Background: an optimization exercise with open tools, aiming at small area. Do not read the settings as production practice. Function was checked by simulation only, so behaviour that the tests miss may differ from the original. No activity file was given, so power comes from the tool's default toggle rates.

Setup of P:
==> flow/design.v <==
package ap_prof_pkg;
    localparam logic [2:0] METRIC_TXN_IN   = 3'd0;
    localparam logic [2:0] METRIC_TXN_OUT  = 3'd1;
    localparam logic [2:0] METRIC_BUSY     = 3'd2;
    localparam logic [2:0] METRIC_STALL    = 3'd3;
    localparam logic [2:0] METRIC_MIN_LAT  = 3'd4;
    localparam logic [2:0] METRIC_MAX_LAT  = 3'd5;
    localparam logic [2:0] METRIC_LAST_LAT = 3'd6;
    localparam logic [2:0] METRIC_OCC      = 3'd7;
endpackage
module ap_prof_channel
#(
    parameter int CNT_W   = 20,
    parameter int LAT_W   = 16
) (
    input  logic             clock,
    input  logic             reset,
    input  logic             clear,
    input  logic             frozen,
    input  logic [CNT_W-1:0] ts,
    input  logic [CNT_W-1:0] ts_n,
    input  logic             start,
    input  logic             ready,
    input  logic             done,
    input  logic             cont,
    output logic [CNT_W-1:0] txn_out,
    output logic [CNT_W-1:0] busy,
    output logic [CNT_W-1:0] stall,
    output logic [LAT_W-1:0] min_lat,
    output logic [LAT_W-1:0] max_lat,
    output logic [LAT_W-1:0] last_lat,
    output logic [2:0]       occ,
    output logic             idle,
    output logic             err
);
    localparam logic [LAT_W-1:0] LAT_MAX = {LAT_W{1'b1}};
    logic [CNT_W-1:0] mem_r [4];
    logic [1:0]       rd_ptr_r;
    logic [2:0]       occ_r;
    logic [CNT_W-1:0] txn_out_r, busy_r, stall_r;
    logic [LAT_W-1:0] min_lat_r, max_lat_r, last_lat_r;
    logic             any_r;
    logic             err_r;
    logic             clr_s, run_s;
    logic             acc_s, cmp_s, empty_s, full_s;
    logic             pop_s, push_s, zero_s, cpl_ok_s;
    logic [1:0]       wr_ptr_s;
    logic [CNT_W-1:0] head_n_s;
    logic [LAT_W-1:0] lat_s;
    logic [LAT_W-1:0] min_eff_s, max_eff_s;
    logic [CNT_W-1:0] txn_out_nxt_s, busy_nxt_s, stall_nxt_s;
    function automatic logic [CNT_W-1:0] sat_inc(input logic [CNT_W-1:0] q, input logic inc);
        logic [CNT_W:0] c;
        c[0] = inc & ~(&q);
        for (int i = 0; i < CNT_W; i++) begin
            c[i+1] = c[i] & q[i];
        end
        sat_inc = q ^ c[CNT_W-1:0];
    endfunction
    function automatic logic lat_lt(input logic [LAT_W-1:0] a, input logic [LAT_W-1:0] b);
        logic r;
        r = 1'b0;
        for (int i = 0; i < LAT_W; i++) begin
            r = (~a[i] & b[i]) | (~a[i] & r) | (b[i] & r);
        end
        lat_lt = r;
    endfunction
    always_comb begin
        clr_s    = reset | clear;
        run_s    = ~frozen;
        acc_s    = start & ready;
        cmp_s    = done & cont;
        empty_s  = (occ_r == 3'd0);
        full_s   = occ_r[2];
        pop_s    = cmp_s & ~empty_s;
        zero_s   = cmp_s & empty_s & acc_s;
        push_s   = acc_s & ~zero_s & (~full_s | pop_s);
        cpl_ok_s = pop_s | zero_s;
        wr_ptr_s = rd_ptr_r + occ_r[1:0];
    end
    always_comb begin
        logic [8:0] lo, hi0, hi1;
        logic [3:0] hs;
        logic       c16, sat;
        head_n_s = mem_r[rd_ptr_r];
        lo  = {1'b0, ts[7:0]} + {1'b0, head_n_s[7:0]} + 9'd1;
        hi0 = {1'b0, ts[15:8]} + {1'b0, head_n_s[15:8]};
        hi1 = {1'b0, ts[15:8]} + {1'b0, head_n_s[15:8]} + 9'd1;
        hs  = ts[19:16] + head_n_s[19:16];
        c16 = lo[8] ? hi1[8] : hi0[8];
        sat = c16 ? (hs != 4'hf) : (hs != 4'h0);
        lat_s = sat ? LAT_MAX : {(lo[8] ? hi1[7:0] : hi0[7:0]), lo[7:0]};
    end
    always_comb begin
        min_eff_s = (any_r && lat_lt(last_lat_r, min_lat_r)) ? last_lat_r : min_lat_r;
        max_eff_s = lat_lt(max_lat_r, last_lat_r) ? last_lat_r : max_lat_r;
        txn_out_nxt_s = sat_inc(txn_out_r, run_s & cpl_ok_s);
        busy_nxt_s    = sat_inc(busy_r, run_s & ~empty_s);
        stall_nxt_s   = sat_inc(stall_r, run_s & done & ~cont);
    end
    always_ff @(posedge clock) begin
        if (run_s && push_s) begin
            mem_r[wr_ptr_s] <= ts_n;
        end
    end
    always_ff @(posedge clock) begin
        if (clr_s) begin
            rd_ptr_r   <= 2'd0;
            occ_r      <= 3'd0;
            txn_out_r  <= {CNT_W{1'b0}};
            busy_r     <= {CNT_W{1'b0}};
            stall_r    <= {CNT_W{1'b0}};
            min_lat_r  <= LAT_MAX;
            max_lat_r  <= {LAT_W{1'b0}};
            last_lat_r <= {LAT_W{1'b0}};
            any_r      <= 1'b0;
            err_r      <= 1'b0;
        end else begin
            txn_out_r <= txn_out_nxt_s;
            busy_r    <= busy_nxt_s;
            stall_r   <= stall_nxt_s;
            min_lat_r <= min_eff_s;
            max_lat_r <= max_eff_s;
            if (run_s) begin
                if (pop_s) begin
                    rd_ptr_r <= rd_ptr_r + 2'd1;
                end
                if (push_s && !pop_s) begin
                    occ_r <= occ_r + 3'd1;
                end else if (pop_s && !push_s) begin
                    occ_r <= occ_r - 3'd1;
                end
                if (zero_s) begin
                    last_lat_r <= {LAT_W{1'b0}};
                end else if (pop_s) begin
                    last_lat_r <= lat_s;
                end
                if (cpl_ok_s) begin
                    any_r <= 1'b1;
                end
                if ((acc_s && full_s && !pop_s) || (cmp_s && empty_s && !acc_s)) begin
                    err_r <= 1'b1;
                end
            end
        end
    end
    assign txn_out = txn_out_r;
    assign busy    = busy_r;
    assign stall   = stall_r;
    assign min_lat = min_eff_s;
    assign max_lat = max_eff_s;
    assign last_lat = last_lat_r;
    assign occ  = occ_r;
    assign idle = empty_s;
    assign err  = err_r;
endmodule
module ap_ctrl_profiler
#(
    parameter int NUM_CH  = 4,
    parameter int CNT_W   = 20,
    parameter int LAT_W   = 16,
    parameter int MAX_OUT = 4,
    localparam int CH_W   = (NUM_CH > 1) ? $clog2(NUM_CH) : 1
) (
    input  logic              clock,
    input  logic              reset,
    input  logic              finish,
    input  logic              clear,
    input  logic [NUM_CH-1:0] ch_start,
    input  logic [NUM_CH-1:0] ch_ready,
    input  logic [NUM_CH-1:0] ch_done,
    input  logic [NUM_CH-1:0] ch_continue,
    input  logic [CH_W-1:0]   rd_ch,
    input  logic [2:0]        rd_sel,
    output logic [CNT_W-1:0]  rd_data,
    output logic              rd_valid,
    output logic [NUM_CH-1:0] err,
    output logic              frozen,
    output logic              all_idle
);
    logic [CNT_W-1:0]  ts_r;
    logic [CNT_W-1:0]  ts_n_s;
    logic              frozen_r;
    logic [CNT_W-1:0]  rd_data_r;
    logic              rd_valid_r;
    logic [CNT_W-1:0]  ch_txo_s [NUM_CH];
    logic [CNT_W-1:0]  ch_bsy_s [NUM_CH];
    logic [CNT_W-1:0]  ch_stl_s [NUM_CH];
    logic [LAT_W-1:0]  ch_min_s [NUM_CH];
    logic [LAT_W-1:0]  ch_max_s [NUM_CH];
    logic [LAT_W-1:0]  ch_lst_s [NUM_CH];
    logic [NUM_CH-1:0] ch_hit_s;
    logic [7:0]        sel_hit_s;
    logic [2:0]        ch_occ_s [NUM_CH];
    logic [NUM_CH-1:0] ch_idle_s;
    logic [NUM_CH-1:0] ch_err_s;
    logic [CNT_W-1:0]  sel_val_s;
    logic [2:0]        add_s;
    logic [CNT_W:0]    sum_s;
    logic [CNT_W-1:0]  out_s;
    always_ff @(posedge clock) begin
        if (reset || clear) begin
            ts_r     <= {CNT_W{1'b0}};
            frozen_r <= 1'b0;
        end else begin
            if (!frozen_r) begin
                ts_r <= ts_r + CNT_W'(1'b1);
            end
            if (finish) begin
                frozen_r <= 1'b1;
            end
        end
    end
    genvar g;
    generate
        for (g = 0; g < NUM_CH; g++) begin : g_ch
            ap_prof_channel #(
                .CNT_W   (CNT_W),
                .LAT_W   (LAT_W)
            ) u_ch (
                .clock  (clock),
                .reset  (reset),
                .clear  (clear),
                .frozen (frozen_r),
                .ts     (ts_r),
                .ts_n   (ts_n_s),
                .start  (ch_start[g]),
                .ready  (ch_ready[g]),
                .done   (ch_done[g]),
                .cont   (ch_continue[g]),
                .txn_out  (ch_txo_s[g]),
                .busy     (ch_bsy_s[g]),
                .stall    (ch_stl_s[g]),
                .min_lat  (ch_min_s[g]),
                .max_lat  (ch_max_s[g]),
                .last_lat (ch_lst_s[g]),
                .occ    (ch_occ_s[g]),
                .idle   (ch_idle_s[g]),
                .err    (ch_err_s[g])
            );
        end
    endgenerate
    always_comb begin
        for (int i = 0; i < NUM_CH; i++) begin
            ch_hit_s[i] = (rd_ch == CH_W'(i)) & ~reset;
        end
        for (int j = 0; j < 8; j++) begin
            sel_hit_s[j] = (rd_sel == 3'(j));
        end
        sel_val_s = {CNT_W{1'b0}};
        add_s     = 3'd0;
        for (int i = 0; i < NUM_CH; i++) begin
            sel_val_s = sel_val_s
                | ({CNT_W{ch_hit_s[i] & (sel_hit_s[0] | sel_hit_s[1])}} & ch_txo_s[i])
                | ({CNT_W{ch_hit_s[i] & sel_hit_s[2]}} & ch_bsy_s[i])
                | ({CNT_W{ch_hit_s[i] & sel_hit_s[3]}} & ch_stl_s[i])
                | ({CNT_W{ch_hit_s[i] & sel_hit_s[4]}} & CNT_W'(ch_min_s[i]))
                | ({CNT_W{ch_hit_s[i] & sel_hit_s[5]}} & CNT_W'(ch_max_s[i]))
                | ({CNT_W{ch_hit_s[i] & sel_hit_s[6]}} & CNT_W'(ch_lst_s[i]));
            add_s = add_s | ({3{ch_hit_s[i] & (sel_hit_s[0] | sel_hit_s[7])}} & ch_occ_s[i]);
        end
        sum_s     = {1'b0, sel_val_s} + (CNT_W+1)'(add_s);
        out_s     = sum_s[CNT_W] ? {CNT_W{1'b1}} : sum_s[CNT_W-1:0];
    end
    always_ff @(posedge clock) begin
        rd_data_r  <= out_s;
        rd_valid_r <= ~reset;
    end
    assign ts_n_s   = ~ts_r;
    assign rd_data  = rd_data_r;
    assign rd_valid = rd_valid_r;
    assign err      = ch_err_s;
    assign frozen   = frozen_r;
    assign all_idle = &ch_idle_s;
endmodule
export LEC_CHECK = 0
export CAP_MARGIN = 20
export CORE_MARGIN = 2
export CORE_UTILIZATION = 40
export SLEW_MARGIN = 20
create_clock -name core_clock -period 6.0 [get_ports {clock}]
standard.sh (not shown) runs the stock make flow with config.mk's settings and CLKGATE_MAP_FILE= SYNTH_SCRIPT=/design/flow/synth_recipe.tcl, a recipe that flattens the netlist after the stock synthesis.
==> flow/flow/run.sh <==
#!/bin/bash
# The standard layout (the standard.sh: standard synthesis, floorplan,
# placement, CTS, routing) with two changes:
#  - a leaner clock tree: clkbuf_16 buffers only, sink clusters of up to 24
#    flip-flops within 80 um, and no dummy loads;
#  - the port buffers are buf_1 cells.
# make's full output goes to standard.log in the work folder; each ORFS
# step's own log stays under orfs/logs/.
set -euo pipefail
export CTS_ARGS="-sink_clustering_enable -repair_clock_nets -dont_use_dummy_load -sink_clustering_size 24 -sink_clustering_max_diameter 80 -buf_list sky130_fd_sc_hd__clkbuf_16"
export BUFFER_PORTS_ARGS="-buffer_cell sky130_fd_sc_hd__buf_1"
bash standard.sh > standard.log 2>&1
Both conditions hold for P: the flow ran to the end and the final layout passed the timing, DRC and antenna checks.
diff inputs: P => R
-- flow/design.v --
<<< P, line 90
        c16 = lo[8] ? hi1[8] : hi0[8];
        sat = c16 ? (hs != 4'hf) : (hs != 4'h0);
        lat_s = sat ? LAT_MAX : {(lo[8] ? hi1[7:0] : hi0[7:0]), lo[7:0]};
    end
    always_comb begin
>>> R, line 90
        c16 = lo[8] ? hi1[8] : hi0[8];
        sat = c16 ? (hs != 4'hf) : (hs != 4'h0);
        if (empty_s) begin
            lat_s = {LAT_W{1'b0}};
        end else if (sat) begin
            lat_s = LAT_MAX;
        end else begin
            lat_s = {(lo[8] ? hi1[7:0] : hi0[7:0]), lo[7:0]};
        end
    end
    always_comb begin
<<< P, line 131
                    occ_r <= occ_r - 3'd1;
                end
                if (zero_s) begin
                    last_lat_r <= {LAT_W{1'b0}};
                end else if (pop_s) begin
                    last_lat_r <= lat_s;
                end
                if (cpl_ok_s) begin
                    any_r <= 1'b1;
                end
                if ((acc_s && full_s && !pop_s) || (cmp_s && empty_s && !acc_s)) begin
>>> R, line 137
                    occ_r <= occ_r - 3'd1;
                end
                if (cpl_ok_s) begin
                    last_lat_r <= lat_s;
                    any_r      <= 1'b1;
                end
                if ((acc_s && full_s && !pop_s) || (cmp_s && empty_s && !acc_s)) begin
<<< P, line 243
    always_comb begin
        for (int i = 0; i < NUM_CH; i++) begin
            ch_hit_s[i] = (rd_ch == CH_W'(i)) & ~reset;
        end
        for (int j = 0; j < 8; j++) begin
>>> R, line 245
    always_comb begin
        for (int i = 0; i < NUM_CH; i++) begin
            ch_hit_s[i] = (rd_ch == CH_W'(i));
        end
        for (int j = 0; j < 8; j++) begin
<<< P, line 264
    end
    always_ff @(posedge clock) begin
        rd_data_r  <= out_s;
        rd_valid_r <= ~reset;
    end
    assign ts_n_s   = ~ts_r;
>>> R, line 266
    end
    always_ff @(posedge clock) begin
        if (reset) begin
            rd_data_r  <= {CNT_W{1'b0}};
            rd_valid_r <= 1'b0;
        end else begin
            rd_data_r  <= out_s;
            rd_valid_r <= 1'b1;
        end
    end
    assign ts_n_s   = ~ts_r;
Notes after the runs:
Delta (R minus P): post-synthesis to final-layout area growth barely changed, number of cells in the finished layout apart from fillers climbed 2.9%, distinct cell type count of the synthesized netlist climbed 23.
Relative to P, multi-input gate share of the layout cell area increased by 0.55 points in R.
The lower switching power total of P and R is in P.
As far as leakage power of the design is concerned, P and R perform about the same.
Total area of multi-input combinational cells, R vs P: up by a few percent
Higher power share of the combinational group among P and R: R

Starts from the design.v that is shown in full above.
==> flow/config.mk <==
export PLATFORM = sky130hd
export DESIGN_NAME = ap_ctrl_profiler
export DESIGN_NICKNAME = ap_ctrl_profiler
export VERILOG_FILES = /design/flow/design.v
export SDC_FILE = /design/flow/constraint.sdc
export NUM_CORES = 4
export LEC_CHECK = 0
export CAP_MARGIN = 0
export CORE_MARGIN = 2
export CORE_UTILIZATION = 40
export CTS_BUF_LIST = sky130_fd_sc_hd__clkbuf_4 sky130_fd_sc_hd__clkbuf_8
export CTS_CLUSTER_SIZE = 20
export SLEW_MARGIN = 0
==> flow/constraint.sdc <==
create_clock -name core_clock -period 6.0 [get_ports {clock}]
set_input_delay 1.2000 -clock core_clock [delete_from_list [all_inputs] [get_ports {clock}]]
set_output_delay 1.2000 -clock core_clock [all_outputs]
set_load 0.01 [all_outputs]
run.sh (not shown) runs the stock make flow with config.mk's settings and CLKGATE_MAP_FILE= SYNTH_SCRIPT=/design/flow/synth_recipe.tcl, a recipe that flattens the netlist after the stock synthesis.
Stock flow here: none of the scripts above is used.
Rerun with:
--- a/flow/design.v
+++ b/flow/design.v
@@ -87,11 +87,17 @@
         hi0 = {1'b0, ts[15:8]} + {1'b0, head_n_s[15:8]};
         hi1 = {1'b0, ts[15:8]} + {1'b0, head_n_s[15:8]} + 9'd1;
         hs  = ts[19:16] + head_n_s[19:16];
         c16 = lo[8] ? hi1[8] : hi0[8];
         sat = c16 ? (hs != 4'hf) : (hs != 4'h0);
-        lat_s = sat ? LAT_MAX : {(lo[8] ? hi1[7:0] : hi0[7:0]), lo[7:0]};
+        if (empty_s) begin
+            lat_s = {LAT_W{1'b0}};
+        end else if (sat) begin
+            lat_s = LAT_MAX;
+        end else begin
+            lat_s = {(lo[8] ? hi1[7:0] : hi0[7:0]), lo[7:0]};
+        end
     end
     always_comb begin
         min_eff_s = (any_r && lat_lt(last_lat_r, min_lat_r)) ? last_lat_r : min_lat_r;
         max_eff_s = lat_lt(max_lat_r, last_lat_r) ? last_lat_r : max_lat_r;
         txn_out_nxt_s = sat_inc(txn_out_r, run_s & cpl_ok_s);
@@ -128,17 +134,13 @@
                 if (push_s && !pop_s) begin
                     occ_r <= occ_r + 3'd1;
                 end else if (pop_s && !push_s) begin
                     occ_r <= occ_r - 3'd1;
                 end
-                if (zero_s) begin
-                    last_lat_r <= {LAT_W{1'b0}};
-                end else if (pop_s) begin
+                if (cpl_ok_s) begin
                     last_lat_r <= lat_s;
-                end
-                if (cpl_ok_s) begin
-                    any_r <= 1'b1;
+                    any_r      <= 1'b1;
                 end
                 if ((acc_s && full_s && !pop_s) || (cmp_s && empty_s && !acc_s)) begin
                     err_r <= 1'b1;
                 end
             end
@@ -240,11 +242,11 @@
             );
         end
     endgenerate
     always_comb begin
         for (int i = 0; i < NUM_CH; i++) begin
-            ch_hit_s[i] = (rd_ch == CH_W'(i)) & ~reset;
+            ch_hit_s[i] = (rd_ch == CH_W'(i));
         end
         for (int j = 0; j < 8; j++) begin
             sel_hit_s[j] = (rd_sel == 3'(j));
         end
         sel_val_s = {CNT_W{1'b0}};
@@ -261,12 +263,17 @@
         end
         sum_s     = {1'b0, sel_val_s} + (CNT_W+1)'(add_s);
         out_s     = sum_s[CNT_W] ? {CNT_W{1'b1}} : sum_s[CNT_W-1:0];
     end
     always_ff @(posedge clock) begin
-        rd_data_r  <= out_s;
-        rd_valid_r <= ~reset;
+        if (reset) begin
+            rd_data_r  <= {CNT_W{1'b0}};
+            rd_valid_r <= 1'b0;
+        end else begin
+            rd_data_r  <= out_s;
+            rd_valid_r <= 1'b1;
+        end
     end
     assign ts_n_s   = ~ts_r;
     assign rd_data  = rd_data_r;
     assign rd_valid = rd_valid_r;
     assign err      = ch_err_s;
=> The new run went through all stages and came out clean. Die area rises by 1.6%. Clock power falls by about 2%. Core utilization falls by 0.42 points. Setup slack gets better by 0.13 ns. Fmax rises by 2.4%. Global-route usage falls by 0.82 points. Cell area rises by 0.82%.

==> afterwards: timing with drivers on the ports <==
Ports are ideal in the flow. The routed layouts listed here were re-timed in OpenROAD.
Step 1 (the two cells are an assumption about what drives the block):
set clk [get_ports {clock}]
set_driving_cell -lib_cell sky130_fd_sc_hd__clkbuf_16 $clk
set_driving_cell -lib_cell sky130_fd_sc_hd__buf_2 [delete_from_list [all_inputs] $clk]
Step 2 times the ports against the registers' clock, not the clock port: input delays grow and output delays shrink by t, the midpoint of the rising clock arrivals with the driver on.
Three values: ideal, step 1, step 2; two values: the first two.
run | shift t [ns] | slack for setup (ns) | latest minus earliest clock arrival (ns) | cell pins on the clock port's net
P | 0.693 | 0.344 / 0.344 / 0.140 | 0.089 / 0.088 | 1
R | 0.673 | 0.258 / 0.258 / 0.258 | 0.112 / 0.111 | 1
the first run of note 2 | 0.869 | 0.317 / 0.317 / -0.232 | 0.037 / 0.037 | 1
the second run of note 2 | 0.861 | 0.448 / 0.448 / 0.080 | 0.037 / 0.037 | 1
Met with ideal ports but missed after step 2: setup timing in the first run of note 2. For the first run of note 2, which loses most, drivers alone change the setup slack by 0.000 ns; drivers and shift together by -0.549 ns.
